Source: an optimization exercise on an open RTL-to-GDS flow (aim: small area). Production flows keep margins and buffers that such runs may drop.
Function was checked by simulation only, so behaviour that the tests miss may differ from the original.
Power and IR drop assume default switching activity.

**flow/flow/run.sh**
```bash
#!/bin/bash
# Own layout flow: the standard ORFS flow (standard.sh, synthesis
# unchanged), with smaller port buffers, a lighter clock tree and synthesis's
# speed-sized gates brought back to their smallest drive strength.
# Power grid, tap cells, placement and routing are the standard flow's.
set -euo pipefail
cd "$(dirname "$0")/.."
HERE="$(pwd)"

# Every input and output port still gets its own buffer; it is buf_1 rather
# than the flow's default pick, as the ports only drive/see light loads.
export BUFFER_PORTS_ARGS="-buffer_cell sky130_fd_sc_hd__buf_1"

# After floorplan: smallest drive strength for each logic gate; placement's
# repair_design and the later timing repairs size up where needed.
export POST_FLOORPLAN_TCL="$HERE/flow/downsize.tcl"

# Clock tree of clkbuf_8 clusters, without the dummy loads CTS adds for
# balancing.
export CTS_ARGS="-sink_clustering_enable -repair_clock_nets -dont_use_dummy_load -buf_list {sky130_fd_sc_hd__clkbuf_8} -sink_clustering_size 22 -sink_clustering_max_diameter 45"

bash standard.sh > standard_flow.log 2>&1
```
**flow/flow/downsize.tcl**
```tcl
# Swap every combinational logic cell to the smallest drive strength of the
# same cell (same function and pins). Synthesis sizes some cells up for speed
# that this design does not need; later repair steps size up again wherever
# slew, capacitance or timing call for it.
set db [ord::get_db]
set block [[$db getChip] getBlock]
set dont_use [list]
if { [info exists ::env(DONT_USE_CELLS)] } { set dont_use $::env(DONT_USE_CELLS) }
set masters [dict create]
foreach lib [$db getLibs] {
  foreach m [$lib getMasters] {
    set n [$m getName]
    if { [regexp {^(sky130_fd_sc_hd__[a-z0-9]+)_([0-9]+)$} $n -> base drv] } {
      if { [lsearch -exact $dont_use $n] >= 0 } { continue }
      dict lappend masters $base $m
    }
  }
}
set swapped 0
foreach inst [$block getInsts] {
  set m [$inst getMaster]
  set n [$m getName]
  if { ![regexp {^(sky130_fd_sc_hd__[a-z0-9]+)_([0-9]+)$} $n -> base drv] } { continue }
  set short [string range $base 16 end]
  if { [regexp {^(df|dl|sdf|edf|sedf|tap|fill|decap|conb|clk|buf|inv|bufinv|dly|diode|probe|lpflow|macro)} $short] } { continue }
  if { ![dict exists $masters $base] } { continue }
  set best $m
  set best_area [expr { [$m getWidth] * [$m getHeight] }]
  foreach c [dict get $masters $base] {
    set a [expr { [$c getWidth] * [$c getHeight] }]
    if { $a < $best_area } { set best $c; set best_area $a }
  }
  if { $best ne $m } {
    $inst swapMaster $best
    incr swapped
  }
}
puts "downsize: swapped $swapped cells to smaller drive strengths"
```
**flow/standard.sh**
```bash
#!/bin/bash
# synth_recipe.tcl (not shown) runs the flow's synth.tcl, then flattens the netlist and writes it again
# the make line also repeats each setting of config.mk as NAME=value (left out here)
make -C /OpenROAD-flow-scripts/flow DESIGN_CONFIG=/design/flow/config.mk WORK_HOME=/design/flow/orfs CLKGATE_MAP_FILE= SYNTH_SCRIPT=/design/flow/synth_recipe.tcl "${@:-finish}"
```
**flow/config.mk**
```make
export PLATFORM = sky130hd
export DESIGN_NAME = hwsw_frame_commit
export DESIGN_NICKNAME = hwsw_frame_commit
export VERILOG_FILES = /design/flow/design.v
export SDC_FILE = /design/flow/constraint.sdc
export NUM_CORES = 4
export LEC_CHECK = 0
export CAP_MARGIN = 20
export CORE_MARGIN = 2
export CORE_UTILIZATION = 40
export SLEW_MARGIN = 20
export SYNTH_HIERARCHICAL = 1
export SYNTH_MINIMUM_KEEP_SIZE = 0
```
**flow/constraint.sdc**
```tcl
create_clock -name core_clock -period 5.0 [get_ports {clk}]
set_input_delay 1.0000 -clock core_clock [delete_from_list [all_inputs] [get_ports {clk}]]
set_output_delay 1.0000 -clock core_clock [all_outputs]
set_load 0.01 [all_outputs]
```
**flow/design.v**
```verilog
package hwsw_pkg;
   localparam int COORD_W = 10;
   localparam logic [1:0] IDLE_P = 2'd0;
   localparam logic [1:0] X_P    = 2'd1;
   localparam logic [1:0] Y_P    = 2'd2;
   localparam logic [1:0] ST_P   = 2'd3;
   localparam logic [1:0] S_IDLE    = 2'd0;
   localparam logic [1:0] S_CAPTURE = 2'd1;
   localparam logic [1:0] S_ACK     = 2'd2;
   localparam int REC_W = 2*COORD_W + 6;
endpackage
module hwsw_obj_slot #(
   parameter int SLOT_IDX = 0,
   parameter int SCREEN_H = 480
) (
   input  logic                         clk,
   input  logic                         reset,
   input  logic                         wr_x,        
   input  logic                         wr_x_n,
   input  logic                         wr_y,        
   input  logic                         wr_y_n,
   input  logic                         wr_st,       
   input  logic                         wr_st_n,
   input  logic [31:0]                  wr_data,
   input  logic                         commit,
   input  logic                         commit_n,
   output logic [hwsw_pkg::COORD_W-1:0] active_x,
   output logic [hwsw_pkg::COORD_W-1:0] active_y,
   output logic [2:0]                   active_state,
   output logic [2:0]                   active_typ
);
   localparam int CW = hwsw_pkg::COORD_W;
   localparam bit YFLIP = 1'b0;
   localparam logic [CW-1:0] SCREEN_H_C = CW'(SCREEN_H);
   logic [CW-1:0] sh_x_q, sh_y_q;
   logic [2:0]    sh_st_q, sh_ty_q;
   logic [CW-1:0] ac_x_q, ac_y_q;
   logic [2:0]    ac_st_q, ac_ty_q;
   logic [CW-1:0] y_in;
   assign y_in = (YFLIP && (SLOT_IDX != 0)) ? SCREEN_H_C - wr_data[CW-1:0]
                                            : wr_data[CW-1:0];
   always_ff @(posedge clk) begin
      sh_x_q  <= ({CW{wr_x}}  & wr_data[CW-1:0]) | ({CW{wr_x_n}}  & sh_x_q);
      sh_y_q  <= ({CW{wr_y}}  & y_in)            | ({CW{wr_y_n}}  & sh_y_q);
      sh_st_q <= ({3{wr_st}}  & wr_data[2:0])    | ({3{wr_st_n}}  & sh_st_q);
      sh_ty_q <= ({3{wr_st}}  & wr_data[5:3])    | ({3{wr_st_n}}  & sh_ty_q);
   end
   always_ff @(posedge clk or posedge reset) begin
      if (reset) begin
         ac_x_q  <= '0;
         ac_y_q  <= '0;
         ac_st_q <= '0;
         ac_ty_q <= '0;
      end else begin
         ac_x_q  <= ({CW{commit}} & sh_x_q)  | ({CW{commit_n}} & ac_x_q);
         ac_y_q  <= ({CW{commit}} & sh_y_q)  | ({CW{commit_n}} & ac_y_q);
         ac_st_q <= ({3{commit}}  & sh_st_q) | ({3{commit_n}}  & ac_st_q);
         ac_ty_q <= ({3{commit}}  & sh_ty_q) | ({3{commit_n}}  & ac_ty_q);
      end
   end
   assign active_x     = ac_x_q;
   assign active_y     = ac_y_q;
   assign active_state = ac_st_q;
   assign active_typ   = ac_ty_q;
endmodule
module hwsw_frame_commit #(
   parameter int NUM_OBJ  = 16,
   parameter int SCREEN_H = 480
) (
   input  logic                                 clk,
   input  logic                                 reset,
   input  logic [1:0]                           to_hw_sig,
   input  logic [NUM_OBJ*32-1:0]                to_hw_data,
   input  logic                                 frame_start,
   output logic [1:0]                           to_sw_sig,
   output logic [NUM_OBJ*hwsw_pkg::COORD_W-1:0] obj_x,
   output logic [NUM_OBJ*hwsw_pkg::COORD_W-1:0] obj_y,
   output logic [NUM_OBJ*3-1:0]                 obj_state,
   output logic [NUM_OBJ*3-1:0]                 obj_type,
   output logic                                 frame_committed,
   output logic                                 proto_err
);
   localparam int CW = hwsw_pkg::COORD_W;
   logic [1:0]  state_q, state_d;
   logic [1:0]  cur_phase_q, cur_phase_d;
   logic [1:0]  to_sw_sig_q, to_sw_sig_d;
   logic [2:0]  seen_mask_q, seen_mask_d;
   logic        frame_committed_q, frame_committed_d;
   logic        proto_err_q, proto_err_d;
   logic        commit;
   logic [1:0]  wr_phase;
   logic [2:0]  cur_bit;
   logic        wr_x, wr_y, wr_st;
   always_comb begin
      case (cur_phase_q)
         hwsw_pkg::X_P:  cur_bit = 3'b010;
         hwsw_pkg::Y_P:  cur_bit = 3'b100;
         hwsw_pkg::ST_P: cur_bit = 3'b001;
         default:        cur_bit = 3'b000;
      endcase
   end
   always_comb begin
      state_d           = state_q;
      cur_phase_d       = cur_phase_q;
      to_sw_sig_d       = to_sw_sig_q;
      proto_err_d       = proto_err_q;
      commit            = frame_start && (seen_mask_q == 3'b111);
      frame_committed_d = commit;
      wr_phase          = (state_q == hwsw_pkg::S_CAPTURE) ? cur_phase_q : hwsw_pkg::IDLE_P;
      seen_mask_d       = commit ? 3'b000 : seen_mask_q;
      case (state_q)
         hwsw_pkg::S_IDLE: begin
            to_sw_sig_d = 2'd0;
            if (to_hw_sig != 2'd0) begin
               cur_phase_d = to_hw_sig;
               state_d     = hwsw_pkg::S_CAPTURE;
            end
         end
         hwsw_pkg::S_CAPTURE: begin
            seen_mask_d = seen_mask_d | cur_bit;
            to_sw_sig_d = cur_phase_q;
            state_d     = hwsw_pkg::S_ACK;
         end
         hwsw_pkg::S_ACK: begin
            if (to_hw_sig == 2'd0) begin
               to_sw_sig_d = 2'd0;
               state_d     = hwsw_pkg::S_IDLE;
            end else if (to_hw_sig != cur_phase_q) begin
               proto_err_d = 1'b1;
            end
         end
         default: begin
            to_sw_sig_d = 2'd0;
            state_d     = hwsw_pkg::S_IDLE;
         end
      endcase
   end
   always_ff @(posedge clk or posedge reset) begin
      if (reset) begin
         state_q           <= hwsw_pkg::S_IDLE;
         cur_phase_q       <= hwsw_pkg::IDLE_P;
         to_sw_sig_q       <= 2'd0;
         seen_mask_q       <= 3'b000;
         frame_committed_q <= 1'b0;
         proto_err_q       <= 1'b0;
      end else begin
         state_q           <= state_d;
         cur_phase_q       <= cur_phase_d;
         to_sw_sig_q       <= to_sw_sig_d;
         seen_mask_q       <= seen_mask_d;
         frame_committed_q <= frame_committed_d;
         proto_err_q       <= proto_err_d;
      end
   end
   assign wr_x            = (wr_phase == hwsw_pkg::X_P);
   assign wr_y            = (wr_phase == hwsw_pkg::Y_P);
   assign wr_st           = (wr_phase == hwsw_pkg::ST_P);
   assign to_sw_sig       = to_sw_sig_q;
   assign frame_committed = frame_committed_q;
   assign proto_err       = proto_err_q;
   for (genvar i = 0; i < NUM_OBJ; i++) begin : g_slot
      hwsw_obj_slot #(
         .SLOT_IDX (i),
         .SCREEN_H (SCREEN_H)
      ) u_slot (
         .clk          (clk),
         .reset        (reset),
         .wr_x         (wr_x),
         .wr_x_n       (~wr_x),
         .wr_y         (wr_y),
         .wr_y_n       (~wr_y),
         .wr_st        (wr_st),
         .wr_st_n      (~wr_st),
         .wr_data      (to_hw_data[32*i +: 32]),
         .commit       (commit),
         .commit_n     (~commit),
         .active_x     (obj_x[CW*i +: CW]),
         .active_y     (obj_y[CW*i +: CW]),
         .active_state (obj_state[3*i +: 3]),
         .active_typ   (obj_type[3*i +: 3])
      );
   end
endmodule
```
==> results of run 1 <==
-- where the power goes --
group	switching, mW	leakage (nW)	internal [mW]	total, mW
registers	1.77	9.03	9.82	11.6
logic	3.67	4.62	3.06	6.73
clock network	2.20	0.690	1.70	3.90
total	7.64	14.3	14.6	22.2
-- metal layers --
layer / GRT usage [%] / vias up
met5: 0 / -
met4: 8.228 / 18
met3: 6.986 / 160
met2: 32.74 / 733
met1: 30.17 / 9947
li1: - / 8351
-- sequential cells by signal, indices dropped and copies added, names as in the netlist --
register	flops
g_slot.u_slot.sh_st_q	48
g_slot.u_slot.ac_ty_q	48
g_slot.u_slot.ac_x_q	160
seen_mask_q	3
proto_err_q	1
frame_committed_q	1
g_slot.u_slot.ac_y_q	160
state_q	2
g_slot.u_slot.sh_ty_q	48
to_sw_sig_q	2
g_slot.u_slot.sh_x_q	160
g_slot.u_slot.ac_st_q	48
cur_phase_q	2
g_slot.u_slot.sh_y_q	160
-- layout by cell type (no fill, tap or decap), types with 2 or more instances in the layout --
master	count
a22o_1	832
buf_1	583
dfrtp_1	427
dfxtp_1	416
clkbuf_8	96
buf_4	17
diode_2	12
inv_2	12
nand2_1	9
inv_1	6
buf_12	5
nor2b_1	3
o21ai_0	3
mux2_1	2
inv_6	2
-- worst paths after layout --
path                                               startpoint                                endpoint
setup / recovery                       state_q[0]$_DFFE_PP0P_     g_slot[12].u_slot.sh_x_q[3]$_DFF_P_
hold / removal             g_slot[3].u_slot.sh_y_q[0]$_DFF_P_    g_slot[3].u_slot.ac_y_q[0]$_DFF_PP0_
setup reg to reg                       state_q[0]$_DFFE_PP0P_     g_slot[12].u_slot.sh_x_q[3]$_DFF_P_
hold reg to reg            g_slot[3].u_slot.sh_y_q[0]$_DFF_P_    g_slot[3].u_slot.ac_y_q[0]$_DFF_PP0_
max in group asynchronous                               reset    g_slot[6].u_slot.ac_x_q[1]$_DFF_PP0_
min in group asynchronous                               reset  g_slot[15].u_slot.ac_st_q[0]$_DFF_PP0_
-- logic make-up after synthesis --
kind of cell	Yosys count	synth area share, %
mux	2	0.08013
buf+inv	184	5.320
flops	843	67.66
simple gates	18	0.3873
compound gates	840	26.56
-- metrics by stage --
| stage | instances | utilization [%] | hold slack, ns |
|---|---|---|---|
| final | 3381 | 45.24 | 0.4351 |
| after global routing | 3372 | 45.21 | 0.4646 |
| after CTS | 3369 | 45.20 | 0.4489 |
| after detailed placement | 3273 | 43.31 | 0.4554 |
| after floorplan | 1887 | - | 0.4404 |
| after global placement | 3272 | 43.27 | 0.4529 |
-- final cells by class --
class / instances / area [sq um] / share of cell area [%]
Timing Repair Buffer: 607 / 2449 / 7.755
Multi-Input combinational cell: 860 / 7477 / 23.68
Inverter: 23 / 106.4 / 0.3368
Sequential cell: 843 / 19010 / 60.22
Clock buffer: 96 / 1321 / 4.185
Antenna cell: 12 / 30.03 / 0.09511
Tap cell: 940 / 1176 / 3.725
==> impl_metrics.ini, run 1 <==
[placed_design]
dp_hpwl_mm = 50.62
portBuffers = 584
gp_congestion = 0.8022
place_area_sq_mm = 0.03022
dp_slack_ns = 1.660

[synthesis]
ys_ff_latch = 843
ys_warn_count = 23
syn-instance-count = 1887
synthTopCellsByCount = 736 x a22o_1, 427 x dfrtp_1, 416 x dfxtp_1
synth_edf_count = 0
yosys.area.top_type = dfrtp_1
synth.yosys.seq_area_share_pct = 67.66
synthDistinctLibCells = 24
yosys.area.top_type_share_pct = 38.02
synthTopCellsByArea = dfrtp_1 38%, dfxtp_1 30%, a22o_1 23%, buf_6 3.8%, a22o_2 3.4%
async_reset_ff_share_pct = 50.65
synth.most_common_cell = a22o_1
syn_nets = 2404
synth_area_sq_mm = 0.02810
avgSynthCellArea_sq_um = 14.89
synth-main-ff-cell = dfrtp_1

[route]
drtPass1Iterations = 5
topRoutingLayerUsed = met5
met3RoutedLength_mm = 7.331
wl_per_cell_microns = 24.52
drc = 0
drt-met1-wl_mm = 35.88
wl_met2_mm = 37.12
vias_per_cell = 5.681
detail_route.iter0.violations = 1435
vias = 19210
drt_wl_total_mm = 82.91
ant_nets = 0

[timing]
finalCritPeriodShare_pct = 68.17
hold_viol = 0
rsz0062_at_grt = false
slew_viol_final = 0
tightest_slew_ns = 1.198
fmax_ghz = 0.2934
fin_crit_ns = 3.408
setup_viol = 0
fin_setup_tns_ns = 0
slew_headroom_pct = 20.16
setup_ws_ns = 1.592
fin_skew_ns = 0.1017

[pwr]
p_per_area_mw_per_mm2 = 703.9
power_mw = 22.22
p_leak_nw = 14.34
ir_worst_vdd_v = 0.0003202

[clock_network]
cts_tree = yes
cts_buffers = 96
cts_resized = 0
cts.path.max_buffers = 3
htreeDepth = 3
clk_pin_slew_ns = 0.09
post_cts_buffers = 0
cts_hold_buffers = 0
clk_latency_ns = 0.71
root_buffer = clkbuf_8
cts_sinks = 843

[critical_path]
max_stage_delay_ns = 0.88
rr_worst_depth = 6
crit_path_start_kind = register
r2r_slack_ns = 1.59
critical_path_class = register to register
cp_max_fo = 94
cpMaxStageDelayCell = buf_4
arrival_ns = 3.95
worstSetupEndpointType = register
cp.depth = 6
path_buf_inv = 3
worstPathCellList = nand2_1, nor3_2, buf_12, inv_6, buf_4, a22o_1
cp.required_ns = 5.54
critPathTopFamily = buffers and inverters

[floorplanning]
core_sq_mm = 0.06979
ios = 937
num_rows = 97
start_util_pct = 40.27
die-area_sq_mm = 0.07239
fp.dieW_microns = 269.1
die_y_microns = 269.1

[flow_run]
cap_violations = 0

[cells_and_area]
fillers = 6382
drive_gt1_share_pct = 5.723
area_growth_pct = 12.35
fin_nets = 2948
fin_area_sq_mm = 0.03157

[global_routing]
antenna_found_initial = 24
grt_max_degree = 211
overflow = 0
track_usage_pct = 22.05
grt_pass1_wl_mm = 123.3
grt_pass1_vias = 19350

[min_path]
holdPathStages = 1
hp-class = register to register

[run_status]
status = no timing/DRC/antenna violations
==> run 2, diff against run 1 <==
--- a/flow/flow/run.sh
+++ b/flow/flow/run.sh
@@ -18,5 +18,5 @@
 # Clock tree of clkbuf_8 clusters, without the dummy loads CTS adds for
 # balancing.
-export CTS_ARGS="-sink_clustering_enable -repair_clock_nets -dont_use_dummy_load -buf_list {sky130_fd_sc_hd__clkbuf_8} -sink_clustering_size 22 -sink_clustering_max_diameter 45"
+export CTS_ARGS="-sink_clustering_enable -repair_clock_nets -dont_use_dummy_load -buf_list {sky130_fd_sc_hd__clkbuf_8} -sink_clustering_size 25 -sink_clustering_max_diameter 40"
 
 bash standard.sh > standard_flow.log 2>&1
==> run 2 against run 1 <==
Compared with the run above: still clean on timing, DRC and antenna; non-clock buffer count unchanged; cell count grew 0.33%; register-to-register slack better by 0.13 ns; maximum frequency grew 4.0%; first-iteration DRC count increased by 1.6%; worst setup slack improved by 0.13 ns; worst hold slack got worse by 0.024 ns; clock-buffer cell count grew 10; clock power rose by 5.1%; critical path type unchanged; largest cell class unchanged.
==> impl_metrics.ini, run 2 <==
[run_status]
status = no timing/DRC/antenna violations

[route]
detail_route.iter0.violations = 1458
ant_nets = 0
vias = 19240
drt_wl_total_mm = 83.19
drtPass1Iterations = 8
wl_per_cell_microns = 24.53
drc = 0
vias_per_cell = 5.673

[critical_path]
rr_worst_depth = 6
crit_path_start_kind = register
crit_end = g_slot[12].u_slot.sh_x_q[7]$_DFF_P_
reg2reg_from = state_q[0]$_DFFE_PP0P_
worstSetupEndpointType = register
crit_path_start = state_q[0]$_DFFE_PP0P_
critical_path_class = register to register
r2r_slack_ns = 1.72
cp.required_ns = 5.55
cp_max_fo = 94
arrival_ns = 3.83
r2r-end = g_slot[12].u_slot.sh_x_q[7]$_DFF_P_

[placed_design]
place_area_sq_mm = 0.03022
dp_slack_ns = 1.660
dp.cells = 3273
portBuffers = 584
dp_hpwl_mm = 50.62
gp_congestion = 0.8022

[global_routing]
overflow = 0
grt_pass1_wl_mm = 123.5
grt_pass1_vias = 19500
track_usage_pct = 22.11
grt_max_degree = 211
antenna_found_initial = 24

[synthesis]
synth.yosys.seq_area_share_pct = 67.66
ys_warn_count = 23
synthTopCellsByCount = 736 x a22o_1, 427 x dfrtp_1, 416 x dfxtp_1
synth.most_common_cell = a22o_1
synth-main-ff-cell = dfrtp_1
async_reset_ff_share_pct = 50.65
yosys.area.top_type_share_pct = 38.02
syn-instance-count = 1887
synthTopCellsByArea = dfrtp_1 38%, dfxtp_1 30%, a22o_1 23%, buf_6 3.8%, a22o_2 3.4%
ys_ff_latch = 843
avgSynthCellArea_sq_um = 14.89
yosys.area.top_type = dfrtp_1
synth_edf_count = 0
synth_area_sq_mm = 0.02810
syn_nets = 2404
synthDistinctLibCells = 24

[floorplanning]
die_y_microns = 269.1
ios = 937
die-area_sq_mm = 0.07239
core_sq_mm = 0.06979
fp.dieW_microns = 269.1
start_util_pct = 40.27
num_rows = 97

[cells_and_area]
final_cells = 3392
fillers = 6361
drive_gt1_share_pct = 6.109
fin_area_sq_mm = 0.03171
area_growth_pct = 12.84
post-route-util_pct = 45.44
fin_nets = 2958
ff_latch_area_sq_mm = 0.01901
multi_input_area_sq_mm = 0.007477
final_common_cell = a22o_1
final_cell_mix = 832 x a22o_1, 583 x buf_1, 427 x dfrtp_1, 416 x dfxtp_1, 106 x clkbuf_8

[timing]
fin_crit_ns = 3.278
slew_viol_final = 0
fin_setup_tns_ns = 0
setup_viol = 0
fmax_ghz = 0.3051
rsz0062_at_grt = false
tightest_slew_ns = 1.201
hold_slack_ns = 0.4111
finalCritPeriodShare_pct = 65.56
setup_ws_ns = 1.722
slew_headroom_pct = 19.94
hold_viol = 0
fin_skew_ns = 0.1012

[pwr]
p_per_area_mw_per_mm2 = 707.6
power_mw = 22.44
ir_worst_vdd_v = 0.0003385
p_leak_nw = 14.41

[min_path]
holdPathStages = 1
hp-class = register to register

[clock_network]
cts_resized = 0
cts_hold_buffers = 0
cts_tree = yes
root_buffer = clkbuf_8
cts.path.max_buffers = 3
htreeDepth = 3
post_cts_buffers = 0
clk_latency_ns = 0.74
cts_buffers = 106
cts_sinks = 843
clk_pin_slew_ns = 0.10

[flow_run]
cap_violations = 0
-- run 2: cell counts after synthesis --
No cell type changed its count.
-- run 2: logic make-up after synthesis --
logic type             count (synthesis)  synth area share [%]
AOI/OAI and AO/OA                    840                 26.56
buffers and inverters                184                 5.320
DFF                                  843                 67.66
muxes                                  2               0.08013
and+or+nand+nor                       18                0.3873
-- run 2: area by class of cell --
type / count / share of cell area [%]
well taps: 940 / 3.709
diodes: 13 / 0.1026
multi-input cells: 860 / 23.58
flip-flops and latches: 843 / 59.95
inverters: 23 / 0.3354
clock buffers: 106 / 4.600
repair buffers: 607 / 7.721
-- run 2: worst min path at each step --
| stage | slack [ns] | to | startpoint |
|---|---|---|---|
| global route | 0.44 | g_slot[11].u_slot.ac_y_q[4]$_DFF_PP0_ | g_slot[11].u_slot.sh_y_q[4]$_DFF_P_ |
| detailed placement | 0.46 | g_slot[10].u_slot.sh_x_q[6]$_DFF_P_ | g_slot[10].u_slot.sh_x_q[6]$_DFF_P_ |
| CTS | 0.42 | g_slot[11].u_slot.ac_y_q[4]$_DFF_PP0_ | g_slot[11].u_slot.sh_y_q[4]$_DFF_P_ |
| floorplan | 0.44 | g_slot[0].u_slot.sh_st_q[2]$_DFF_P_ | g_slot[0].u_slot.sh_st_q[2]$_DFF_P_ |
| finish | 0.41 | g_slot[15].u_slot.ac_y_q[5]$_DFF_PP0_ | g_slot[15].u_slot.sh_y_q[5]$_DFF_P_ |
| global placement | 0.45 | g_slot[2].u_slot.sh_y_q[9]$_DFF_P_ | g_slot[2].u_slot.sh_y_q[9]$_DFF_P_ |
-- run 2: report_power, final --
group          internal (mW)  switching, mW  total, mW
clock                   1.86           2.24       4.10
sequential              9.82           1.77       11.6
combinational           3.06           3.68       6.74
total                   14.8           7.69       22.4
-- run 2: metal layers --
| metal | vias to the layer above | part of all wire [%] | track usage [%] |
|---|---|---|---|
| li1 | 8368 | - | - |
| met1 | 9969 | 43 | 30.33 |
| met2 | 723 | 45 | 33.08 |
| met3 | 165 | 8.5 | 6.858 |
| met4 | 18 | 3.0 | 7.718 |
| met5 | - | 0.13 | 0 |
-- run 2: worst max-delay path: stages (launching register included) --
cell     delay, ns
dfrtp_1       0.50
nand2_1       0.14
nor3_2        0.06
buf_12        0.26
inv_6         0.75
buf_4         0.88
a22o_1        0.23
==> run 3, diff against run 2 <==
--- a/flow/flow/run.sh
+++ b/flow/flow/run.sh
@@ -18,5 +18,5 @@
 # Clock tree of clkbuf_8 clusters, without the dummy loads CTS adds for
 # balancing.
-export CTS_ARGS="-sink_clustering_enable -repair_clock_nets -dont_use_dummy_load -buf_list {sky130_fd_sc_hd__clkbuf_8} -sink_clustering_size 25 -sink_clustering_max_diameter 40"
+export CTS_ARGS="-sink_clustering_enable -repair_clock_nets -dont_use_dummy_load -buf_list {sky130_fd_sc_hd__clkbuf_8} -sink_clustering_size 30 -sink_clustering_max_diameter 40"
 
 bash standard.sh > standard_flow.log 2>&1
--- a/flow/config.mk
+++ b/flow/config.mk
@@ -9,4 +9,5 @@
 export CORE_MARGIN = 2
 export CORE_UTILIZATION = 40
+export PLACE_DENSITY = 0.85
 export SLEW_MARGIN = 20
 export SYNTH_HIERARCHICAL = 1
==> run 3 against run 2 <==
Compared with the run above: synthesized cell count is the same; core utilization shrank 0.30 points; first-iteration DRC count grew 6.4%; cell count shrank 0.59%; non-clock buffer count grew 1; still clean on timing, DRC and antenna; die area is the same.
==> impl_metrics.ini, run 3 <==
[route]
vias_per_cell = 5.734
vias = 19330
wl_per_cell_microns = 22.67
ant_nets = 0
drt_wl_total_mm = 76.45
drtPass1Iterations = 7
drc = 0
detail_route.iter0.violations = 1552

[min_path]
hp-class = register to register
worstHoldStart = g_slot[11].u_slot.sh_y_q[9]$_DFF_P_

[clock_network]
clk_pin_slew_ns = 0.07
cts.path.max_buffers = 3
cts_buffers = 89
htreeDepth = 3
cts_resized = 0
cts_tree = yes
root_buffer = clkbuf_8
cts_sinks = 843
cts_hold_buffers = 0
post_cts_buffers = 0
clk_latency_ns = 0.69

[placed_design]
gp_congestion = 0.7965
place_area_sq_mm = 0.03025
dp_hpwl_mm = 48.30
portBuffers = 584

[synthesis]
synth.most_common_cell = a22o_1
synth-main-ff-cell = dfrtp_1
synthTopCellsByCount = 736 x a22o_1, 427 x dfrtp_1, 416 x dfxtp_1
syn_nets = 2404
synthTopCellsByArea = dfrtp_1 38%, dfxtp_1 30%, a22o_1 23%, buf_6 3.8%, a22o_2 3.4%
synth_edf_count = 0
yosys.area.top_type_share_pct = 38.02
ys_warn_count = 23
synth.yosys.seq_area_share_pct = 67.66
synthDistinctLibCells = 24
syn-instance-count = 1887
synth_area_sq_mm = 0.02810
async_reset_ff_share_pct = 50.65
avgSynthCellArea_sq_um = 14.89
ys_ff_latch = 843
yosys.area.top_type = dfrtp_1

[global_routing]
grtUsageMet2_pct = 30.12
grt_pass1_vias = 19200
use_met1_pct = 25.98
antenna_found_initial = 19
grt_pass1_wl_mm = 113.7
overflow = 0
met3_usage_pct = 6.384
grt_max_degree = 210
busiest_layer = met2
track_usage_pct = 20.04

[timing]
fin_crit_ns = 3.012
fin_skew_ns = 0.1052
hold_slack_ns = 0.4287
tightest_slew_ns = 1.194
finalCritPeriodShare_pct = 60.25
rsz0062_at_grt = false
fin_setup_tns_ns = 0
slew_headroom_pct = 20.39
fmax_ghz = 0.3320
setup_viol = 0
slew_viol_final = 0
hold_viol = 0

[critical_path]
crit_path_start = state_q[0]$_DFFE_PP0P_
cp.required_ns = 5.58
worstSetupEndpointType = register
critical_path_class = register to register
reg2reg_from = state_q[0]$_DFFE_PP0P_
crit_path_start_kind = register
cp_max_fo = 83
arrival_ns = 3.59

[run_status]
status = no timing/DRC/antenna violations

[cells_and_area]
final_common_cell = a22o_1
fin_area_sq_mm = 0.03150
fin_nets = 2942
final_cell_mix = 832 x a22o_1, 583 x buf_1, 427 x dfrtp_1, 416 x dfxtp_1, 89 x clkbuf_8
area_growth_pct = 12.09
drive_gt1_share_pct = 5.489

[floorplanning]
die_y_microns = 269.1
die-area_sq_mm = 0.07239
fp.dieW_microns = 269.1
start_util_pct = 40.27
ios = 937
num_rows = 97
core_sq_mm = 0.06979

[pwr]
ir_worst_vdd_v = 0.0005167
power_mw = 21.97
p_leak_nw = 14.30
p_per_area_mw_per_mm2 = 697.3

[flow_run]
cap_violations = 0
## run 3: final timing paths
check / endpoint / slack (ns) / cells after the start
max in group asynchronous: g_slot[3].u_slot.ac_y_q[4]$_DFF_PP0_ / 3.25 / 3
worst max-delay path: g_slot[2].u_slot.sh_y_q[5]$_DFF_P_ / 1.99 / 4
min in group asynchronous: seen_mask_q[0]$_DFF_PP0_ / 1.09 / 2
worst max register to register: g_slot[2].u_slot.sh_y_q[5]$_DFF_P_ / 1.99 / 4
worst min-delay path: g_slot[11].u_slot.ac_y_q[9]$_DFF_PP0_ / 0.43 / 1
worst min register to register: g_slot[11].u_slot.ac_y_q[9]$_DFF_PP0_ / 0.43 / 1
## run 3: cells by family (layout without fill, tap and decap cells)
group	count (synthesis)	in the layout	share of synthesized area [%]
other	0	9	0
buffers and inverters	184	720	5.320
muxes	2	2	0.08013
and+or+nand+nor	18	18	0.3873
AOI/OAI and AO/OA	840	840	26.56
DFF	843	843	67.66
## run 3: cell type report
type	count	area, sq um
Inverter	23	106.4
Tap cell	940	1176
Clock buffer	89	1225
Antenna cell	9	22.52
Fill cell	6095	38280
Timing Repair Buffer	608	2481
Sequential cell	843	19010
Multi-Input combinational cell	860	7477
## run 3: power by group
| group | total [mW] | switching [mW] | internal, mW |
|---|---|---|---|
| logic | 6.65 | 3.57 | 3.07 |
| registers | 11.6 | 1.80 | 9.82 |
| clock network | 3.70 | 2.12 | 1.58 |
## run 3: metrics by stage
stage / util (%) / cells / setup WS (ns)
after detailed placement: 43.35 / 3274 / 1.905
after global routing: 45.12 / 3365 / 1.798
final: 45.14 / 3372 / 1.988
after global placement: 43.31 / 3273 / 1.938
after CTS: 45.11 / 3363 / 1.973
after floorplan: - / 1887 / 0.1775
## run 3: routing by layer
metal,up-vias,part of all wire (%)
met5,-,0.15
met4,18,4.4
met3,221,10
met2,1012,45
met1,9734,40
li1,8349,-
## run 3: critical path, cell delays in order (launching register included)
cell and delay (ns):
dfrtp_1 0.49, and4bb_4 0.44, inv_6 0.67, buf_4 0.95
a22o_1 0.27
==> run 4, diff against run 3 <==
--- a/flow/flow/run.sh
+++ b/flow/flow/run.sh
@@ -18,5 +18,5 @@
 # Clock tree of clkbuf_8 clusters, without the dummy loads CTS adds for
 # balancing.
-export CTS_ARGS="-sink_clustering_enable -repair_clock_nets -dont_use_dummy_load -buf_list {sky130_fd_sc_hd__clkbuf_8} -sink_clustering_size 30 -sink_clustering_max_diameter 40"
+export CTS_ARGS="-sink_clustering_enable -repair_clock_nets -dont_use_dummy_load -buf_list {sky130_fd_sc_hd__clkbuf_16} -sink_clustering_size 40 -sink_clustering_max_diameter 60"
 
 bash standard.sh > standard_flow.log 2>&1
--- a/flow/config.mk
+++ b/flow/config.mk
@@ -9,5 +9,4 @@
 export CORE_MARGIN = 2
 export CORE_UTILIZATION = 40
-export PLACE_DENSITY = 0.85
 export SLEW_MARGIN = 20
 export SYNTH_HIERARCHICAL = 1
==> run 4 against run 3 <==
Compared with the run above: combinational power increased by 1%; clock power increased by 8.9%; via count down 1.5%; worst setup slack got worse by 0.32 ns; flip-flop and latch count stayed put; area after synthesis unchanged; wire length increased by 8.0%; cell count shrank 1.0%; register-to-register slack worse by 0.32 ns; clock-buffer cell count decreased by 36; first-iteration DRC count down 2.7%; critical path type unchanged; highest routed layer unchanged.
==> impl_metrics.ini, run 4 <==
[cells_and_area]
final_common_cell = a22o_1
area_growth_pct = 12.35
drive_gt1_share_pct = 4.023
final_cell_mix = 832 x a22o_1, 583 x buf_1, 427 x dfrtp_1, 416 x dfxtp_1, 53 x clkbuf_16
fin_nets = 2905
final_cells = 3337

[pwr]
ir_worst_vdd_v = 0.0003995
p_per_area_mw_per_mm2 = 708.0
p_leak_nw = 14.30
power_mw = 22.35

[critical_path]
crit_path_start_kind = register
critPathTopFamily = buffers and inverters
crit_path_start = state_q[0]$_DFFE_PP0P_
cp_max_fo = 94
r2r_slack_ns = 1.66
rr_worst_depth = 6
cp.depth = 6
worstSetupEndpointType = register
max_stage_delay_ns = 0.87
path_buf_inv = 3
r2r-end = g_slot[12].u_slot.sh_x_q[3]$_DFF_P_
critical_path_class = register to register
reg2reg_from = state_q[0]$_DFFE_PP0P_
cp.required_ns = 5.53
arrival_ns = 3.87
cpMaxStageDelayCell = buf_4
crit_end = g_slot[12].u_slot.sh_x_q[3]$_DFF_P_
worstPathCellList = nand2_1, nor3_2, buf_12, inv_6, buf_4, a22o_1

[floorplanning]
num_rows = 97
core_sq_mm = 0.06979
die_y_microns = 269.1
die-area_sq_mm = 0.07239
fp.dieW_microns = 269.1
ios = 937
start_util_pct = 40.27

[clock_network]
clk_latency_ns = 0.61
htreeDepth = 2
root_buffer = clkbuf_16
cts.path.max_buffers = 3
cts_sinks = 843
cts_hold_buffers = 0
cts_buffers = 53
cts_tree = yes
post_cts_buffers = 0
clk_pin_slew_ns = 0.10
cts_resized = 0

[placed_design]
dp.cells = 3273
portBuffers = 584
gp_congestion = 0.8022
dp_hpwl_mm = 50.62

[timing]
fin_setup_tns_ns = 0
tightest_slew_ns = 1.234
rsz0062_at_grt = false
fin_crit_ns = 3.336
fmax_ghz = 0.2998
setup_viol = 0
slew_viol_final = 0
finalCritPeriodShare_pct = 66.72
fin_skew_ns = 0.05105
slew_headroom_pct = 17.75
hold_viol = 0

[synthesis]
yosys.area.top_type = dfrtp_1
syn-instance-count = 1887
synth-main-ff-cell = dfrtp_1
ys_ff_latch = 843
synth_area_sq_mm = 0.02810
synthTopCellsByCount = 736 x a22o_1, 427 x dfrtp_1, 416 x dfxtp_1
synthDistinctLibCells = 24
synthTopCellsByArea = dfrtp_1 38%, dfxtp_1 30%, a22o_1 23%, buf_6 3.8%, a22o_2 3.4%
syn_nets = 2404
async_reset_ff_share_pct = 50.65
synth.most_common_cell = a22o_1
ys_warn_count = 23
avgSynthCellArea_sq_um = 14.89
synth.yosys.seq_area_share_pct = 67.66
synth_edf_count = 0
yosys.area.top_type_share_pct = 38.02

[global_routing]
grt_pass1_wl_mm = 122.7
grt_max_degree = 211
track_usage_pct = 21.84
grt_pass1_vias = 18980
overflow = 0
antenna_found_initial = 23

[route]
wl_per_cell_microns = 24.73
vias = 19050
drc = 0
detail_route.iter0.violations = 1510
drtPass1Iterations = 5
ant_nets = 0
vias_per_cell = 5.708
drt_wl_total_mm = 82.54

[flow_run]
cap_violations = 0

[min_path]
holdPathStages = 1
hp-class = register to register

[run_status]
status = no timing/DRC/antenna violations
==> run 4: worst min-delay path by stage <==
stage / start / endpoint / slack [ns]
2_1_floorplan: g_slot[0].u_slot.sh_st_q[2]$_DFF_P_ / g_slot[0].u_slot.sh_st_q[2]$_DFF_P_ / 0.44
3_3_place_gp: g_slot[2].u_slot.sh_y_q[9]$_DFF_P_ / g_slot[2].u_slot.sh_y_q[9]$_DFF_P_ / 0.45
3_5_place_dp: g_slot[10].u_slot.sh_x_q[6]$_DFF_P_ / g_slot[10].u_slot.sh_x_q[6]$_DFF_P_ / 0.46
4_1_cts: g_slot[9].u_slot.sh_y_q[0]$_DFF_P_ / g_slot[9].u_slot.ac_y_q[0]$_DFF_PP0_ / 0.45
5_1_grt: g_slot[9].u_slot.sh_y_q[0]$_DFF_P_ / g_slot[9].u_slot.ac_y_q[0]$_DFF_PP0_ / 0.47
6_report: g_slot[9].u_slot.sh_x_q[5]$_DFF_P_ / g_slot[9].u_slot.ac_x_q[5]$_DFF_PP0_ / 0.46
==> run 4: logic make-up (layout without fill, tap and decap cells) <==
logic type,count (synthesis),after routing,share of synthesized area [%]
compound gates,840,840,26.56
buf+inv,184,683,5.320
flops,843,843,67.66
mux,2,2,0.08013
other cells,0,11,0
simple gates,18,18,0.3873
==> run 4: report_power, final <==
group          leakage (nW)  internal, mW  switching (mW)
combinational          4.62          3.06            3.68
sequential             9.03          9.81            1.77
clock                 0.653          1.87            2.16
==> run 4: final cells by class <==
class                      count  area, sq um
fill                        6316        38210
sequential                   843        19010
multi-input combinational    860         7477
timing repair buffer         607         2449
clock buffer                  53         1326
tap                          940         1176
inverter                      23        106.4
antenna                       11        27.53
==> run 4: per-layer routing <==
layer  wire (microns)  global-route usage, %
met1            36030                  30.39
met2            37370                  32.92
met3             6914                  6.594
met4             2110                  6.291
met5              114                      0
==> run 4: per-stage QoR <==
stage	instance area [sq um]	utilization, %	hold WS [ns]	setup slack [ns]
6_report	31580	45.25	0.4578	1.664
4_1_cts	31550	45.21	0.4548	1.891
3_5_place_dp	30220	43.31	0.4554	1.660
3_3_place_gp	30190	43.27	0.4529	1.719
2_1_floorplan	28100	-	0.4404	0.1775
5_1_grt	31550	45.21	0.4738	1.654
==> run 5, diff against run 4 <==
--- a/flow/flow/run.sh
+++ b/flow/flow/run.sh
@@ -18,5 +18,5 @@
 # Clock tree of clkbuf_8 clusters, without the dummy loads CTS adds for
 # balancing.
-export CTS_ARGS="-sink_clustering_enable -repair_clock_nets -dont_use_dummy_load -buf_list {sky130_fd_sc_hd__clkbuf_16} -sink_clustering_size 40 -sink_clustering_max_diameter 60"
+export CTS_ARGS="-sink_clustering_enable -repair_clock_nets -dont_use_dummy_load -buf_list {sky130_fd_sc_hd__clkbuf_8 sky130_fd_sc_hd__clkbuf_16} -sink_clustering_size 20 -sink_clustering_max_diameter 80"
 
 bash standard.sh > standard_flow.log 2>&1
==> run 5 against run 4 <==
Compared with the run above: still clean; register-to-register slack got worse by 0.05 ns; worst setup slack got worse by 0.049 ns; worst hold slack improved by 0.0075 ns; non-clock buffer count did not move; cell area fell by 0.31%; critical path depth did not move; flip-flop and latch count did not move; global-route usage barely moved; clock power fell by 4%; power fell by 0.83%; critical path type unchanged.
==> impl_metrics.ini, run 5 <==
[cells_and_area]
post-route-util_pct = 45.11
fin_nets = 2901
fin_area_sq_mm = 0.03148
fillers = 6322
final_cells = 3334
final_common_cell = a22o_1
area_growth_pct = 12.01
final_cell_mix = 832 x a22o_1, 583 x buf_1, 427 x dfrtp_1, 416 x dfxtp_1, 49 x clkbuf_16
ff_latch_area_sq_mm = 0.01901
drive_gt1_share_pct = 3.862
multi_input_area_sq_mm = 0.007477

[critical_path]
worstPathCellList = nand2_1, nor3_2, buf_12, inv_6, buf_4, a22o_1
arrival_ns = 3.91
cp.required_ns = 5.53
crit_path_start_kind = register
max_stage_delay_ns = 0.88
worstSetupEndpointType = register
cpMaxStageDelayCell = buf_4
critical_path_class = register to register
cp_max_fo = 94

[synthesis]
syn-instance-count = 1887
synth_area_sq_mm = 0.02810
synthSimpleGateAreaFrac_pct = 0.3873
synth.yosys.seq_area_share_pct = 67.66
synth_compound_area_share_pct = 26.56
synth.most_common_cell = a22o_1
async_reset_ff_share_pct = 50.65
synth_xor_area_share_pct = 0
avgSynthCellArea_sq_um = 14.89
synth-main-ff-cell = dfrtp_1
synthDistinctLibCells = 24
yosys.area.top_type = dfrtp_1
ys_warn_count = 23
synthMuxAreaShare_pct = 0.08014
synthTopCellsByArea = dfrtp_1 38%, dfxtp_1 30%, a22o_1 23%, buf_6 3.8%, a22o_2 3.4%
yosys.area.top_type_share_pct = 38.02
synth_edf_count = 0
synthTopCellsByCount = 736 x a22o_1, 427 x dfrtp_1, 416 x dfxtp_1
synth_fa_ha_area_share_pct = 0
syn_nets = 2404
ys_ff_latch = 843
synth_top_family_by_area = compound AO/OA/AOI/OAI gates

[pwr]
power_mw = 22.17
p_per_area_mw_per_mm2 = 704.2
ir_worst_vdd_v = 0.0003927
p_leak_nw = 14.25

[global_routing]
grt_pass1_vias = 18930
met3_usage_pct = 6.338
grt_pass1_wl_mm = 122.4
overflow = 0
antenna_found_initial = 23
track_usage_pct = 21.80
grt_max_degree = 211
grtUsageMet2_pct = 32.50
busiest_layer = met2
use_met1_pct = 30.51

[placed_design]
gp_congestion = 0.8022
dp_slack_ns = 1.660
portBuffers = 584
dp_hpwl_mm = 50.62
dp.cells = 3273
place_area_sq_mm = 0.03022

[floorplanning]
fp.dieW_microns = 269.1
num_rows = 97
ios = 937
die-area_sq_mm = 0.07239
die_y_microns = 269.1
core_sq_mm = 0.06979
start_util_pct = 40.27

[clock_network]
cts.path.max_buffers = 3
cts_tree = yes
htreeDepth = 2
clk_latency_ns = 0.59
cts_hold_buffers = 0
root_buffer = clkbuf_16
cts_resized = 0
clk_pin_slew_ns = 0.08
cts_sinks = 843
post_cts_buffers = 0
cts_buffers = 49

[timing]
hold_slack_ns = 0.4653
slew_headroom_pct = 18.24
finalCritPeriodShare_pct = 67.70
setup_ws_ns = 1.615
fin_crit_ns = 3.385
hold_viol = 0
fin_skew_ns = 0.02592
setup_viol = 0
rsz0062_at_grt = false
tightest_slew_ns = 1.226
fmax_ghz = 0.2954
slew_viol_final = 0
fin_setup_tns_ns = 0

[route]
vias_per_cell = 5.702
drc = 0
wl_per_cell_microns = 24.66
ant_nets = 0
detail_route.iter0.violations = 1457
drt_wl_total_mm = 82.20
drtPass1Iterations = 6
vias = 19010

[min_path]
hp-class = register to register

[run_status]
status = no timing/DRC/antenna violations

[flow_run]
cap_violations = 0
==> run 5: cell counts after synthesis <==
Identical to the previous run, type by type.
==> run 5: logic make-up after synthesis <==
logic type      after synthesis
mux                           2
simple gates                 18
compound gates              840
buf+inv                     184
flops                       843
==> run 5: path summary, 6_finish.rpt <==
check | endpoint | slack, ns | cells after the start | from
min in group asynchronous | frame_committed_q$_DFF_PP0_ | 1.06 | 2 | reset
max | g_slot[9].u_slot.sh_x_q[9]$_DFF_P_ | 1.62 | 6 | state_q[0]$_DFFE_PP0P_
max reg2reg | g_slot[9].u_slot.sh_x_q[9]$_DFF_P_ | 1.62 | 6 | state_q[0]$_DFFE_PP0P_
min | g_slot[10].u_slot.ac_st_q[1]$_DFF_PP0_ | 0.47 | 1 | g_slot[10].u_slot.sh_st_q[1]$_DFF_P_
min reg2reg | g_slot[10].u_slot.ac_st_q[1]$_DFF_PP0_ | 0.47 | 1 | g_slot[10].u_slot.sh_st_q[1]$_DFF_P_
max in group asynchronous | g_slot[6].u_slot.ac_x_q[2]$_DFF_PP0_ | 3.18 | 3 | reset
==> run 5: area by class of cell <==
class / count / area share (%)
sequential: 843 / 60.40
inverter: 23 / 0.3379
antenna: 12 / 0.09540
multi-input combinational: 860 / 23.75
timing repair buffer: 607 / 7.779
tap: 940 / 3.736
clock buffer: 49 / 3.895
==> run 5: metal layers <==
layer / wire length, microns / up-vias
li1: - / 8262
met1: 35910 / 9953
met2: 37260 / 635
met3: 6702 / 139
met4: 2207 / 20
met5: 126 / -
==> run 5: worst max-delay path: cells and delay by family, from the launching register on <==
kind,cells,cell delay (ns)
flops,1,0.50
compound gates,1,0.24
simple gates,2,0.21
buf+inv,3,1.88
==> run 5: power by group <==
group	internal (mW)	switching, mW	total, mW
Combinational	3.06	3.67	6.74
Clock	1.74	2.11	3.85
Sequential	9.81	1.77	11.6
==> run 6, diff against run 5 <==
--- a/flow/flow/run.sh
+++ b/flow/flow/run.sh
@@ -18,5 +18,5 @@
 # Clock tree of clkbuf_8 clusters, without the dummy loads CTS adds for
 # balancing.
-export CTS_ARGS="-sink_clustering_enable -repair_clock_nets -dont_use_dummy_load -buf_list {sky130_fd_sc_hd__clkbuf_8 sky130_fd_sc_hd__clkbuf_16} -sink_clustering_size 20 -sink_clustering_max_diameter 80"
+export CTS_ARGS="-sink_clustering_enable -repair_clock_nets -dont_use_dummy_load -buf_list {sky130_fd_sc_hd__clkbuf_8} -sink_clustering_size 18 -sink_clustering_max_diameter 80"
 
 bash standard.sh > standard_flow.log 2>&1
--- a/flow/flow/downsize.tcl
+++ b/flow/flow/downsize.tcl
@@ -23,5 +23,5 @@
   if { ![regexp {^(sky130_fd_sc_hd__[a-z0-9]+)_([0-9]+)$} $n -> base drv] } { continue }
   set short [string range $base 16 end]
-  if { [regexp {^(df|dl|sdf|edf|sedf|tap|fill|decap|conb|clk|buf|inv|bufinv|dly|diode|probe|lpflow|macro)} $short] } { continue }
+  if { [regexp {^(df|dl|sdf|edf|sedf|tap|fill|decap|conb|clk|buf|bufinv|dly|diode|probe|lpflow|macro)} $short] } { continue }
   if { ![dict exists $masters $base] } { continue }
   set best $m
--- a/flow/config.mk
+++ b/flow/config.mk
@@ -6,8 +6,8 @@
 export NUM_CORES = 4
 export LEC_CHECK = 0
-export CAP_MARGIN = 20
+export CAP_MARGIN = 5
 export CORE_MARGIN = 2
 export CORE_UTILIZATION = 40
-export SLEW_MARGIN = 20
+export SLEW_MARGIN = 5
 export SYNTH_HIERARCHICAL = 1
 export SYNTH_MINIMUM_KEEP_SIZE = 0
==> run 6 against run 5 <==
Compared with the run above: area after synthesis did not move; die area unchanged; synthesized cell count did not move; still clean; core utilization fell by 0.74 points; non-clock buffer count shrank 1; critical path type unchanged.
==> impl_metrics.ini, run 6 <==
[synthesis]
synthTopCellsByCount = 736 x a22o_1, 427 x dfrtp_1, 416 x dfxtp_1
synth_fa_ha_area_share_pct = 0
synthTopCellsByArea = dfrtp_1 38%, dfxtp_1 30%, a22o_1 23%, buf_6 3.8%, a22o_2 3.4%
synthDistinctLibCells = 24
synth.most_common_cell = a22o_1
synth-main-ff-cell = dfrtp_1
avgSynthCellArea_sq_um = 14.89
synth_compound_area_share_pct = 26.56
synth_edf_count = 0
yosys.area.top_type = dfrtp_1
yosys.area.top_type_share_pct = 38.02
ys_warn_count = 23
synthMuxAreaShare_pct = 0.08014
synth_xor_area_share_pct = 0
syn_nets = 2404
synth_top_family_by_area = compound AO/OA/AOI/OAI gates
syn-instance-count = 1887
ys_ff_latch = 843
async_reset_ff_share_pct = 50.65
synth.yosys.seq_area_share_pct = 67.66
synth_area_sq_mm = 0.02810
synthSimpleGateAreaFrac_pct = 0.3873

[critical_path]
worstSetupEndpointType = register
reg2reg_from = state_q[0]$_DFFE_PP0P_
r2r-end = g_slot[12].u_slot.sh_x_q[3]$_DFF_P_
path_buf_inv = 3
max_stage_delay_ns = 0.88
crit_path_start_kind = register
worstPathCellList = nand2_1, nor3_2, buf_12, inv_6, buf_4, a22o_1
rr_worst_depth = 6
critical_path_class = register to register
arrival_ns = 3.96
r2r_slack_ns = 1.65
cp.required_ns = 5.61
cp_max_fo = 94
cpMaxStageDelayCell = buf_4
critPathTopFamily = buffers and inverters

[clock_network]
cts.path.max_buffers = 3
cts_buffers = 54
htreeDepth = 2
clk_latency_ns = 0.70
post_cts_buffers = 0
cts_sinks = 843
cts_resized = 0
cts_hold_buffers = 0
root_buffer = clkbuf_8
clk_pin_slew_ns = 0.11
cts_tree = yes

[floorplanning]
ios = 937
die_y_microns = 269.1
num_rows = 97
fp.dieW_microns = 269.1
die-area_sq_mm = 0.07239
core_sq_mm = 0.06979
start_util_pct = 40.27

[cells_and_area]
fillers = 6407
drive_gt1_share_pct = 3.521
fin_nets = 2905
fin_area_sq_mm = 0.03096
post-route-util_pct = 44.37
final_common_cell = a22o_1
final_cell_mix = 832 x a22o_1, 583 x buf_1, 427 x dfrtp_1, 416 x dfxtp_1, 54 x clkbuf_8
area_growth_pct = 10.17

[timing]
setup_viol = 0
finalCritPeriodShare_pct = 67.08
fin_setup_tns_ns = 0
fin_crit_ns = 3.354
hold_slack_ns = 0.4690
fmax_ghz = 0.2982
fin_skew_ns = 0.08012
tightest_slew_ns = 1.196
rsz0062_at_grt = false
hold_viol = 0
slew_viol_final = 0
slew_headroom_pct = 20.30

[route]
detail_route.iter0.violations = 1286
vias_per_cell = 5.740
ant_nets = 0
drt_wl_total_mm = 82.20
drc = 0
drtPass1Iterations = 5
wl_per_cell_microns = 24.64
vias = 19150

[global_routing]
grt_pass1_vias = 18950
busiest_layer = met2
track_usage_pct = 21.73
grt_pass1_wl_mm = 122.2
use_met1_pct = 29.66
grtUsageMet2_pct = 33.27
antenna_found_initial = 27
grt_max_degree = 211
overflow = 0
met3_usage_pct = 7.306

[min_path]
hold_end = g_slot[10].u_slot.ac_x_q[6]$_DFF_PP0_
holdPathStages = 1
worstHoldStart = g_slot[10].u_slot.sh_x_q[6]$_DFF_P_
hp-class = register to register

[pwr]
p_per_area_mw_per_mm2 = 687.8
p_leak_nw = 14.04
ir_worst_vdd_v = 0.0003568

[placed_design]
dp_hpwl_mm = 50.56
place_area_sq_mm = 0.03019
portBuffers = 584
gp_congestion = 0.8022

[flow_run]
cap_violations = 0

[run_status]
status = no timing/DRC/antenna violations
## run 6: final cells by class
type	instances	area, sq um	area share (%)
inverters	23	106.4	0.3435
clock buffers	54	743.2	2.400
multi-input cells	860	7477	24.15
diodes	10	25.02	0.08082
well taps	940	1176	3.799
repair buffers	606	2421	7.819
flip-flops and latches	843	19010	61.41
## run 6: kinds of logic (layout without fill, tap and decap cells)
logic type / after synthesis / count (layout)
DFF: 843 / 843
other: 0 / 10
muxes: 2 / 2
buffers and inverters: 184 / 683
and+or+nand+nor: 18 / 18
AOI/OAI and AO/OA: 840 / 840
## run 6: worst max-delay path by stage
stage / startpoint / to / slack (ns) / depth (start not counted)
2_1_floorplan: state_q[1]$_DFFE_PP0P_ / g_slot[0].u_slot.sh_st_q[2]$_DFF_P_ / 0.18 / 4
3_3_place_gp: frame_start / g_slot[15].u_slot.ac_x_q[0]$_DFF_PP0_ / 1.72 / 5
3_5_place_dp: frame_start / g_slot[3].u_slot.ac_x_q[5]$_DFF_PP0_ / 1.65 / 5
4_1_cts: state_q[0]$_DFFE_PP0P_ / g_slot[12].u_slot.sh_x_q[3]$_DFF_P_ / 1.88 / 6
5_1_grt: state_q[0]$_DFFE_PP0P_ / g_slot[12].u_slot.sh_x_q[3]$_DFF_P_ / 1.64 / 6
6_report: state_q[0]$_DFFE_PP0P_ / g_slot[12].u_slot.sh_x_q[3]$_DFF_P_ / 1.65 / 6
## run 6: metal layers
| metal | routed length, microns | up-vias |
|---|---|---|
| li1 | - | 8263 |
| met1 | 35000 | 10020 |
| met2 | 37750 | 701 |
| met3 | 7616 | 132 |
| met4 | 1639 | 28 |
| met5 | 193 | - |
## run 6: power by group
part,internal (mW),leakage (nW),total [mW],switching [mW]
logic,3.06,4.62,6.73,3.67
registers,9.80,9.03,11.6,1.77
clock network,0.969,0.388,3.01,2.04
## run 6: per-stage QoR
stage / setup slack [ns] / power (mW) / cells
after floorplan: 0.1775 / 15.96 / 1887
after global placement: 1.719 / 18.16 / 3272
after detailed placement: 1.651 / 18.41 / 3272
after CTS: 1.876 / 21.44 / 3326
after global routing: 1.635 / 22.55 / 3328
final: 1.646 / 21.30 / 3336
==> run 7, diff against run 6 <==
--- a/flow/config.mk
+++ b/flow/config.mk
@@ -8,5 +8,5 @@
 export CAP_MARGIN = 5
 export CORE_MARGIN = 2
-export CORE_UTILIZATION = 40
+export CORE_UTILIZATION = 48
 export SLEW_MARGIN = 5
 export SYNTH_HIERARCHICAL = 1
==> run 7 against run 6 <==
Compared with the run above: the run now fails in I/O pin placement (3_2_place_iop); area after synthesis stayed put; synthesized cell count unchanged.
==> impl_metrics.ini, run 7 <==
[floorplanning]
fp.dieW_microns = 246.0
die_y_microns = 246.0
start_util_pct = 48.62
num_rows = 88

[synthesis]
yosys.area.top_type_share_pct = 38.02
synth.yosys.seq_area_share_pct = 67.66
synth_edf_count = 0
avgSynthCellArea_sq_um = 14.89
syn_nets = 2404
ys_warn_count = 23
synth.most_common_cell = a22o_1
syn-instance-count = 1887
synthTopCellsByArea = dfrtp_1 38%, dfxtp_1 30%, a22o_1 23%, buf_6 3.8%, a22o_2 3.4%
synthTopCellsByCount = 736 x a22o_1, 427 x dfrtp_1, 416 x dfxtp_1
synth-main-ff-cell = dfrtp_1
synthDistinctLibCells = 24
ys_ff_latch = 843
synth_area_sq_mm = 0.02810
async_reset_ff_share_pct = 50.65
yosys.area.top_type = dfrtp_1

[run_status]
status = did not finish
tool.error = [ERROR PPL-0024] Number of IO pins (937) exceeds maximum number of available positions (886). Increase the die perimeter from 983.86um to 1274.32um.
lastStage = I/O pin placement (3_2_place_iop)
-- run 7: cells by family after synthesis --
kind of cell	count (synthesis)	share of synthesized area, %
mux	2	0.08013
simple gates	18	0.3873
flops	843	67.66
compound gates	840	26.56
buf+inv	184	5.320
==> run 8, diff against run 7 <==
--- a/flow/config.mk
+++ b/flow/config.mk
@@ -8,5 +8,7 @@
 export CAP_MARGIN = 5
 export CORE_MARGIN = 2
-export CORE_UTILIZATION = 48
+export CORE_UTILIZATION = 40
+export GPL_ROUTABILITY_DRIVEN = 0
+export GPL_TIMING_DRIVEN = 0
 export SLEW_MARGIN = 5
 export SYNTH_HIERARCHICAL = 1
==> run 8 against run 7 <==
Compared with the run above: the run now finishes clean; area after synthesis unchanged; synthesized cell count stayed put.
==> impl_metrics.ini, run 8 <==
[run_status]
status = no timing/DRC/antenna violations

[critical_path]
crit_path_start_kind = input port
arrival_ns = 3.82
worstPathCellList = buf_1, nand4_1, buf_8, inv_1, buf_1, buf_1, a22o_1
cp.required_ns = 5.57
crit_path_start = frame_start
max_stage_delay_ns = 0.91
worstSetupEndpointType = register
cpMaxStageDelayCell = inv_1
critical_path_class = input port to register
path_buf_inv = 5
cp_common_cell = buf_1
critPathTopFamily = buffers and inverters
cp_max_fo = 17
reg2reg_from = seen_mask_q[2]$_DFF_PP0_

[route]
vias_per_cell = 5.605
drt-met1-wl_mm = 35.84
drtPass1Iterations = 5
topRoutingLayerUsed = met5
vias = 19550
wl_per_cell_microns = 24.77
drc = 0
detail_route.iter0.violations = 1514
wl_met2_mm = 39.49
drt_wl_total_mm = 86.38
ant_nets = 0
met3RoutedLength_mm = 8.418

[floorplanning]
num_rows = 97
die-area_sq_mm = 0.07239
ios = 937
start_util_pct = 40.27
die_y_microns = 269.1
fp.dieW_microns = 269.1
core_sq_mm = 0.06979

[synthesis]
yosys.area.top_type_share_pct = 38.02
synthTopCellsByArea = dfrtp_1 38%, dfxtp_1 30%, a22o_1 23%, buf_6 3.8%, a22o_2 3.4%
syn_nets = 2404
avgSynthCellArea_sq_um = 14.89
ys_ff_latch = 843
synth-main-ff-cell = dfrtp_1
yosys.area.top_type = dfrtp_1
ys_warn_count = 23
synthTopCellsByCount = 736 x a22o_1, 427 x dfrtp_1, 416 x dfxtp_1
syn-instance-count = 1887
synth.yosys.seq_area_share_pct = 67.66
synth_edf_count = 0
async_reset_ff_share_pct = 50.65
synthDistinctLibCells = 24
synth_area_sq_mm = 0.02810
synth.most_common_cell = a22o_1

[timing]
fmax_ghz = 0.3071
fin_crit_ns = 3.257
setup_viol = 0
fin_skew_ns = 0.07111
fin_setup_tns_ns = 0
slew_headroom_pct = 16.21
tightest_slew_ns = 1.255
hold_viol = 0
slew_viol_final = 0
rsz0062_at_grt = false
finalCritPeriodShare_pct = 65.13

[global_routing]
grt_max_degree = 52
grt_pass1_vias = 19420
track_usage_pct = 22.83
grt_pass1_wl_mm = 125.8
overflow = 0
antenna_found_initial = 25

[pwr]
p_leak_nw = 14.17
p_per_area_mw_per_mm2 = 685.1
power_mw = 21.56
ir_worst_vdd_v = 0.0003408

[clock_network]
clk_latency_ns = 0.68
htreeDepth = 2
cts_sinks = 843
cts_hold_buffers = 0
clk_pin_slew_ns = 0.10
post_cts_buffers = 0
root_buffer = clkbuf_8
cts_buffers = 54
cts_tree = yes
cts_resized = 0
cts.path.max_buffers = 3

[placed_design]
place_area_sq_mm = 0.03069
portBuffers = 584
dp_hpwl_mm = 60.85
dp.cells = 3419

[min_path]
hp-class = register to register
worstHoldStart = g_slot[11].u_slot.sh_x_q[2]$_DFF_P_

[cells_and_area]
final_cells = 3487
fin_area_sq_mm = 0.03147
fin_nets = 3052
post-route-util_pct = 45.09
fillers = 6382
final_cell_mix = 832 x a22o_1, 744 x buf_1, 427 x dfrtp_1, 416 x dfxtp_1, 54 x clkbuf_8
ff_latch_area_sq_mm = 0.01901
final_common_cell = a22o_1
drive_gt1_share_pct = 2.724
area_growth_pct = 11.96
multi_input_area_sq_mm = 0.007473

[flow_run]
cap_violations = 0
==> run 8: cell counts after synthesis <==
Identical to the previous run, type by type.
==> run 8: logic make-up after synthesis <==
logic type / synth area share, %
muxes: 0.08013
AOI/OAI and AO/OA: 26.56
and+or+nand+nor: 0.3873
buffers and inverters: 5.320
DFF: 67.66
==> run 8: cell type report <==
cell class	instances	area share (%)
well taps	940	3.738
flip-flops and latches	843	60.43
plain buffers	161	1.921
clock buffers	54	2.362
diodes	14	0.1113
multi-input cells	860	23.75
inverters	23	0.2903
repair buffers	592	7.400
==> run 8: metal layers <==
layer	GRT usage, %	up-vias
met5	0	-
met4	6.832	24
met3	7.854	140
met2	34.91	748
met1	30.62	10050
li1	-	8585
==> run 8: final timing paths <==
path                       slack, ns                                      to  depth (start not counted)
max in group asynchronous       3.25  g_slot[12].u_slot.ac_ty_q[0]$_DFF_PP0_                          2
setup reg to reg                1.78   g_slot[12].u_slot.ac_x_q[7]$_DFF_PP0_                          6
min in group asynchronous       0.76              to_sw_sig_q[0]$_DFFE_PP0P_                          2
setup / recovery                1.74   g_slot[12].u_slot.ac_x_q[7]$_DFF_PP0_                          7
hold / removal                  0.43   g_slot[11].u_slot.ac_x_q[2]$_DFF_PP0_                          1
hold reg to reg                 0.43   g_slot[11].u_slot.ac_x_q[2]$_DFF_PP0_                          1
==> run 8: worst reg2reg max path, delay by kind of cell, from the launching register on <==
family | cells | cell delay, ns
buffers and inverters | 4 | 2.13
AND/OR/NAND/NOR | 1 | 0.35
AO/OA/AOI/OAI | 1 | 0.25
flip-flops | 1 | 0.37
==> run 8: power breakdown <==
| group | switching (mW) | total [mW] | internal [mW] | leakage [nW] |
|---|---|---|---|---|
| combinational | 3.77 | 6.90 | 3.14 | 4.75 |
| clock | 2.04 | 3.01 | 0.971 | 0.388 |
| sequential | 1.84 | 11.6 | 9.80 | 9.03 |
==> run 8: per-stage QoR <==
stage | hold WS (ns) | setup slack (ns)
global placement | 0.4531 | -5.927
finish | 0.4274 | 1.743
detailed placement | 0.4557 | 1.070
global route | 0.4336 | 1.634
floorplan | 0.4404 | 0.1775
CTS | 0.4172 | 1.774
==> run 9, diff against run 8 <==
--- a/flow/flow/run.sh
+++ b/flow/flow/run.sh
@@ -18,5 +18,5 @@
 # Clock tree of clkbuf_8 clusters, without the dummy loads CTS adds for
 # balancing.
-export CTS_ARGS="-sink_clustering_enable -repair_clock_nets -dont_use_dummy_load -buf_list {sky130_fd_sc_hd__clkbuf_8} -sink_clustering_size 18 -sink_clustering_max_diameter 80"
+export CTS_ARGS="-sink_clustering_enable -repair_clock_nets -dont_use_dummy_load -buf_list {sky130_fd_sc_hd__clkbuf_8} -sink_clustering_size 19 -sink_clustering_max_diameter 80"
 
 bash standard.sh > standard_flow.log 2>&1
--- a/flow/config.mk
+++ b/flow/config.mk
@@ -9,6 +9,4 @@
 export CORE_MARGIN = 2
 export CORE_UTILIZATION = 40
-export GPL_ROUTABILITY_DRIVEN = 0
-export GPL_TIMING_DRIVEN = 0
 export SLEW_MARGIN = 5
 export SYNTH_HIERARCHICAL = 1
==> run 9 against run 8 <==
Compared with the run above: largest power group unchanged; critical endpoint is now g_slot[9].u_slot.sh_x_q[9]$_DFF_P_; cell area fell by 1.7%; non-clock buffer count shrank 147; critical path type is now register to register; register-to-register slack lost 0.13 ns; worst hold slack improved by 0.0090 ns.
==> impl_metrics.ini, run 9 <==
[floorplanning]
die_y_microns = 269.1
num_rows = 97
start_util_pct = 40.27
fp.dieW_microns = 269.1
ios = 937
die-area_sq_mm = 0.07239
core_sq_mm = 0.06979

[route]
ant_nets = 0
drt_wl_total_mm = 82.26
drtPass1Iterations = 5
wl_per_cell_microns = 24.66
drc = 0
detail_route.iter0.violations = 1362
vias_per_cell = 5.732
vias = 19120

[clock_network]
post_cts_buffers = 0
cts_sinks = 843
clk_latency_ns = 0.68
cts_tree = yes
cts_resized = 0
cts_hold_buffers = 0
root_buffer = clkbuf_8
cts_buffers = 51
htreeDepth = 2
clk_pin_slew_ns = 0.12
cts.path.max_buffers = 3

[global_routing]
overflow = 0
grt_pass1_vias = 18950
track_usage_pct = 21.69
grt_max_degree = 211
grt_pass1_wl_mm = 121.9
antenna_found_initial = 27

[timing]
fin_crit_ns = 3.347
fin_skew_ns = 0.07610
fin_setup_tns_ns = 0
tightest_slew_ns = 1.195
fmax_ghz = 0.2988
hold_viol = 0
slew_viol_final = 0
rsz0062_at_grt = false
slew_headroom_pct = 20.31
finalCritPeriodShare_pct = 66.93
setup_viol = 0

[synthesis]
synth_area_sq_mm = 0.02810
synthTopCellsByCount = 736 x a22o_1, 427 x dfrtp_1, 416 x dfxtp_1
syn-instance-count = 1887
synth.most_common_cell = a22o_1
syn_nets = 2404
async_reset_ff_share_pct = 50.65
ys_warn_count = 23
synthDistinctLibCells = 24
ys_ff_latch = 843
yosys.area.top_type_share_pct = 38.02
yosys.area.top_type = dfrtp_1
synthTopCellsByArea = dfrtp_1 38%, dfxtp_1 30%, a22o_1 23%, buf_6 3.8%, a22o_2 3.4%
synth_edf_count = 0
synth-main-ff-cell = dfrtp_1
synth.yosys.seq_area_share_pct = 67.66
avgSynthCellArea_sq_um = 14.89

[pwr]
p_leak_nw = 14.02
ir_worst_vdd_v = 0.0003410
p_per_area_mw_per_mm2 = 686.6

[cells_and_area]
final_cell_mix = 832 x a22o_1, 583 x buf_1, 427 x dfrtp_1, 416 x dfxtp_1, 51 x clkbuf_8
area_growth_pct = 10.04
final_cells = 3335
fin_nets = 2902
drive_gt1_share_pct = 3.399
final_common_cell = a22o_1
post-route-util_pct = 44.32

[placed_design]
portBuffers = 584
dp_hpwl_mm = 50.56
dp.cells = 3272
gp_congestion = 0.8022

[critical_path]
path_buf_inv = 3
crit_path_start_kind = register
cpMaxStageDelayCell = buf_4
max_stage_delay_ns = 0.88
critical_path_class = register to register
r2r_slack_ns = 1.65
worstSetupEndpointType = register
worstPathCellList = nand2_1, nor3_2, buf_12, inv_6, buf_4, a22o_1
cp_max_fo = 94
critPathTopFamily = buffers and inverters
cp.required_ns = 5.61
arrival_ns = 3.96

[flow_run]
cap_violations = 0

[run_status]
status = no timing/DRC/antenna violations

[min_path]
hp-class = register to register
==> run 9: cell counts after synthesis <==
No cell type changed its count.
==> run 9: final timing paths <==
| kind | cells after the start | endpoint | start |
|---|---|---|---|
| hold / removal | 1 | g_slot[11].u_slot.ac_y_q[5]$_DFF_PP0_ | g_slot[11].u_slot.sh_y_q[5]$_DFF_P_ |
| min in group asynchronous | 2 | frame_committed_q$_DFF_PP0_ | reset |
| max in group asynchronous | 2 | g_slot[10].u_slot.ac_x_q[3]$_DFF_PP0_ | reset |
| setup reg to reg | 6 | g_slot[9].u_slot.sh_x_q[9]$_DFF_P_ | state_q[0]$_DFFE_PP0P_ |
| hold reg to reg | 1 | g_slot[11].u_slot.ac_y_q[5]$_DFF_PP0_ | g_slot[11].u_slot.sh_y_q[5]$_DFF_P_ |
| setup / recovery | 6 | g_slot[9].u_slot.sh_x_q[9]$_DFF_P_ | state_q[0]$_DFFE_PP0P_ |
==> run 9: cell families after synthesis <==
kind of cell           Yosys count  share of synthesized area (%)
AOI/OAI and AO/OA              840                          26.56
muxes                            2                        0.08013
buffers and inverters          184                          5.320
DFF                            843                          67.66
and+or+nand+nor                 18                         0.3873
==> run 9: layout make-up <==
type	count	area (sq um)
inverters	23	106.4
fillers	6410	38860
diodes	12	30.03
well taps	940	1176
flip-flops and latches	843	19010
repair buffers	606	2421
multi-input cells	860	7477
clock buffers	51	701.9
==> run 9: per-stage QoR <==
step           cell area (sq um)  total power [mW]  worst slack, ns  hold WS [ns]
2_1_floorplan              28100             15.96           0.1775        0.4404
3_3_place_gp               30190             18.16            1.719        0.4529
3_5_place_dp               30190             18.41            1.651        0.4554
4_1_cts                    30900             21.37            1.900        0.4404
5_1_grt                    30900             22.47            1.636        0.4470
6_report                   30930             21.23            1.653        0.4364
==> run 9: layer usage <==
metal	global-route usage [%]	vias up	part of all wire (%)
met5	0	-	0.20
met4	5.556	24	2.4
met3	7.087	138	8.7
met2	33.13	668	46
met1	29.74	10030	43
li1	-	8255	-
==> run 9: report_power, final <==
part           total (mW)  internal [mW]  switching (mW)
logic                6.73           3.06            3.67
registers            11.6           9.80            1.77
clock network        2.94          0.920            2.02

Check on run 9: ideal ports give 1.653 ns setup slack; a clkbuf_16 on the clock port and buf_2 on the inputs give 1.653 ns; moving port delays by the midpoint clock arrival (0.713 ns) as well gives 1.653 ns.
